Context: an optimization exercise on an open-source flow, tuned for small area, a short achievable clock period and few clock cycles per item. The choices shown serve that exercise and are no tape-out recipe. Function was not checked in any run shown here: the RTL went through the layout flow alone.

==> flow/design.v, too long to show whole: its modules and the start of the top module <==
// module adsr_eg_cfg: 36 lines
// module adsr_eg_one_pole: 1389 lines
// module adsr_eg_core: 152 lines
// module adsr_envelope_generator_unit: 92 lines
module adsr_envelope_generator_unit
(
  input  logic        clk,
  input  logic        rst_n,
  input  logic        in_valid,
  output logic        in_stall,
  input  logic [24:0] in_data,
  output logic        out_valid,
  input  logic        out_stall,
  output logic [26:0] out_data,
  input  logic        cfg_we,
  input  logic [2:0]  cfg_index,
  input  logic [23:0] cfg_wdata
);
  // ...
==> flow/run.sh <==
#!/bin/bash
# synth_recipe.tcl (not shown) runs the flow's synth.tcl, then flattens the netlist and writes it again
# the make line also repeats each setting of config.mk as NAME=value (left out here)
make -C /OpenROAD-flow-scripts/flow DESIGN_CONFIG=/design/flow/config.mk WORK_HOME=/design/flow/orfs CLKGATE_MAP_FILE= SYNTH_SCRIPT=/design/flow/synth_recipe.tcl finish
==> flow/config.mk <==
export PLATFORM = sky130hd
export DESIGN_NAME = adsr_envelope_generator_unit
export DESIGN_NICKNAME = adsr_envelope_generator_unit
export VERILOG_FILES = /design/flow/design.v
export SDC_FILE = /design/flow/constraint.sdc
export NUM_CORES = 4
export LEC_CHECK = 0
export CAP_MARGIN = 20
export CORE_MARGIN = 2
export CORE_UTILIZATION = 65
export SLEW_MARGIN = 20
==> flow/constraint.sdc <==
create_clock -name core_clock -period 16.0 [get_ports {clk}]
set_input_delay 3.2000 -clock core_clock [delete_from_list [all_inputs] [get_ports {clk}]]
set_output_delay 3.2000 -clock core_clock [all_outputs]
set_load 0.01 [all_outputs]
==> metrics.yaml, run 1 <==
drc: 0
synth_nets: 3293
root_buffer: "clkbuf_16"
synth_top_family_by_area: "adder cells"
fin_skew_ps: 21.0
row_count: 73
die_h_um: 206
hold_violations: 0
layoutNonFillerInstCount: 3324
status: "timing/DRC/antenna clean"
multi_input_area_um2: 18700
io_buffers: 85
viasPerCell: 7.07
routed-wl-met2_mm: 41.0
synth_edf_count: 174
synthAdderAreaFrac: 0.273
end_kind: "flop"
grt_util_all_layers: 0.440
start_util: 0.663
dp.cells: 3289
synthXorXnorAreaFrac: 0.113
synthFlopType: "edfxtp_1"
final_common_cell: "inv_1"
rsz0062_at_grt: "false"
cts_made_buffers: 19
synth_top_cell_area_share: 0.216
clkLatencyLatePin_ps: 520
largest_class: "multi-input combinational cells"
num_vias: 23500
buf_share: 0.0496
gp_congestion: 0.980
crit_start: "s1_rise_r"
highest_layer: "met4"
met3_usage: 0.117
==> inputs of run 2 (changes only) <==
--- a/flow/config.mk
+++ b/flow/config.mk
@@ -6,4 +6,5 @@
 export NUM_CORES = 4
 export LEC_CHECK = 0
+export ABC_AREA = 1
 export CAP_MARGIN = 20
 export CORE_MARGIN = 2
==> run 2 against run 1 <==
Compared with the run above: synthesized area decreased by 0.96%; critical path depth increased by 4; fmax increased by 1.4%; worst hold slack lost 7.2 ps; non-clock buffer count decreased by 10; clock skew about the same; setup slack improved by 130 ps; cell count rose by 11%; register-to-register slack improved by 130 ps; sequential share of layout area increased by 0.17 points; utilization shrank 0.27 points.
==> metrics.yaml, run 2 <==
r2r-end: "u_core.level_r[10]"
postRouteAntennaNets: 0
die_h_um: 205  # -0.47%
fill_cells: 3204
max_freq_mhz: 103
postCtsHoldBufs: 0
hold_violations: 0  # unchanged
regArea_um2: 5890
place_ws_ps: 6530
yosys.area.top_type: "fa_1"
fin_crit_sh: 0.606
synthFlopType: "edfxtp_1"
cp_data_arrival_time_ps: 10100
status: "timing/DRC/antenna clean"
maxSlewHeadroom: 0.207
first_iter_violations: 3459
grt_util_all_layers: 0.445  # +0.00491
clockBufferDepth: 3
min_from: "s1_last_r"
die_x_um: 205
avgSynthCellArea_um2: 8.30
reg.largest.list: "u_cfg.cfg_r: 167 flops, u_core.level_r: 24 flops"
synth_top_cell_area_share: 0.218  # +0.00210
layout-area-overhead-vs-synth_pct: 7.67
clk_pin_slew_ps: 70
core_um2: 39800
critPathMaxFanout: 31
mostFrequentLayoutCells: "546 x inv_1, 378 x nand2_1, 286 x fa_1, 276 x o22ai_1, 270 x xor2_1"
wl_mm: 92.8
viasPerCell: 6.61  # -6.6%
synth_edf_count: 174  # unchanged
drc: 0  # unchanged
num_vias: 24400  # +3.7%
fin_skew_ps: 20.6  # -0.431 ps
whs_endpoint: "u_core.last_r"
cts_resized: 0
yosysWarnings: 3
crit_top_cell: "fa_1"
final_nets: 3617
slowest_stage: "and2_1"
synthTopCellsByArea: "fa_1 22%, edfxtp_1 20%, xor2_1 9.0%"
start_util: 0.660  # -0.00337
rr_worst_depth: 33
design.die.area_um2: 42000
final_common_cell: "inv_1"
r2r_start: "s1_rise_r"
largest_register_ffs: 167
root_buffer: "clkbuf_16"
synthDistinctLibCells: 54
io_buffers: 85  # unchanged
wl_per_cell_um: 25.2
setup_ws_ps: 6310
cts_tree: "built"
grt_max_degree: 46
worstMarginPinSlew_ps: 1190
synth_nets: 3626  # +10%
gp_congestion: 1.04  # +5.9%
htreeDepth: 1
start_kind: "flop"
post_cts_buffers: 0
cpPeakStageDelay_ps: 780
grt_pass1_vias: 24200
synth_cells: 3163
r2r_slack_ps: 6310
diodes: 0
rsz0062_at_grt: "false"
clkLatencyLatePin_ps: 500  # -20 ps
cts_made_buffers: 19  # unchanged
grt_pass1_wl_mm: 140
grt_overflow: 0
required_ps: 16410
drv_slew: 0
min_path_type: "flop to flop"
largest_register: "u_cfg.cfg_r"
hold_depth: 0
end_kind: "flop"
ys_top_cells_by_count: "546 x inv_1, 378 x nand2_1, 286 x fa_1"
async_flop_share: 0
numClockSinks: 207
critical_path_class: "flop to flop"
fin_crit_ps: 9690
synth-seq-area-share: 0.224
yosysMostFrequentCell: "inv_1"
antenna_found_initial: 0
hpwl_mm: 66.6
multi_input_area_um2: 17600  # -5.9%
drtPass1Iterations: 14
synth_seq_cells: 207
syn_area_um2: 26300
setup_viol: 0
layout-drive-gt1-share: 0.0455
io_pins: 86
drv_cap: 0
setup_tns_ps: 0
row_count: 73  # unchanged
## run 2: layout make-up
| type | count | share of cell area |
|---|---|---|
| clock inverter | 9 | 0.00358 |
| tap | 525 | 0.0232 |
| multi-input combinational | 2203 | 0.623 |
| inverter | 572 | 0.0760 |
| sequential | 207 | 0.208 |
| timing repair buffer | 151 | 0.0476 |
| clock buffer | 23 | 0.0181 |
## run 2: critical path, delay by kind of cell, from the launching register on
kind                     cells  cell delay [ps]
adder cells (fa/ha/maj)      8             3550
XOR/XNOR                     2              240
AND/OR/NAND/NOR             11             2420
AO/OA/AOI/OAI                5              650
flip-flops                   1              440
buffers and inverters        7             2240
## run 2: kinds of logic (layout without fill, tap and decap cells)
| group | Yosys count | after routing | synth area share |
|---|---|---|---|
| xor gates and xnor gates | 310 | 310 | 0.103 |
| adders and majority gates | 406 | 406 | 0.275 |
| DFF | 207 | 207 | 0.224 |
| AOI/OAI and AO/OA | 687 | 687 | 0.156 |
| buffers and inverters | 753 | 755 | 0.111 |
| and+or+nand+nor | 800 | 800 | 0.131 |
## run 2: worst max-delay path by stage
stage / start / end / slack (ps) / cells after the start
after floorplan: s1_rise_r / u_core.level_r[22] / 8340 / 37
after global placement: s1_rise_r / u_core.level_r[22] / 6810 / 34
after detailed placement: s1_rise_r / u_core.level_r[15] / 6530 / 33
after CTS: s1_rise_r / u_core.level_r[15] / 6490 / 33
after global routing: s1_rise_r / u_core.level_r[8] / 5820 / 34
final: s1_rise_r / u_core.level_r[10] / 6310 / 33
## run 2: per-stage QoR
| step | cell area, µm² | utilization | cells | hold WS (ps) |
|---|---|---|---|---|
| finish | 28300 | 0.710 | 3690 | 434 |
| global route | 28300 | 0.710 | 3690 | 454 |
| CTS | 28300 | 0.710 | 3690 | 433 |
| detailed placement | 27700 | 0.695 | 3658 | 418 |
| global placement | 27700 | 0.695 | 3658 | 402 |
| floorplan | 26300 | - | 3163 | 400 |
## run 2: metal layers
layer | share of wire | GRT usage | routed length [µm]
met5 | 0 | 0 | 0
met4 | 0.084 | 0.280 | 7810
met3 | 0.13 | 0.126 | 11900
met2 | 0.43 | 0.668 | 40100
met1 | 0.36 | 0.568 | 33100

==> port drivers added, routing unchanged <==
The flow's constraints put no driver on any port. The routed layouts listed below were extracted and timed again, unchanged, in two steps. Step 1 assumes that a clkbuf_16 drives the clock port and a buf_2 every other input. Step 2 moves the port delays by t, midway between the first and last clock arrival at a register: inputs arrive t later, outputs are due t later. That takes back most of the time a late clock gives input paths. a / b / c = no drivers / after step 1 / after step 2; a / b = the first two.
| run | t, ns | setup slack, ns | worst setup path at the end | clock arrival spread, ns | worst register clock-pin slew, ns |
|---|---|---|---|---|---|
| run 1 | 0.554 | 6.178 / 6.178 / 6.178 | register to register | 0.022 / 0.021 | 0.08 / 0.08 |
| run 2 | 0.542 | 6.309 / 6.309 / 6.309 | register to register | 0.021 / 0.021 | 0.08 / 0.08 |
After both steps every run listed still meets setup and hold.
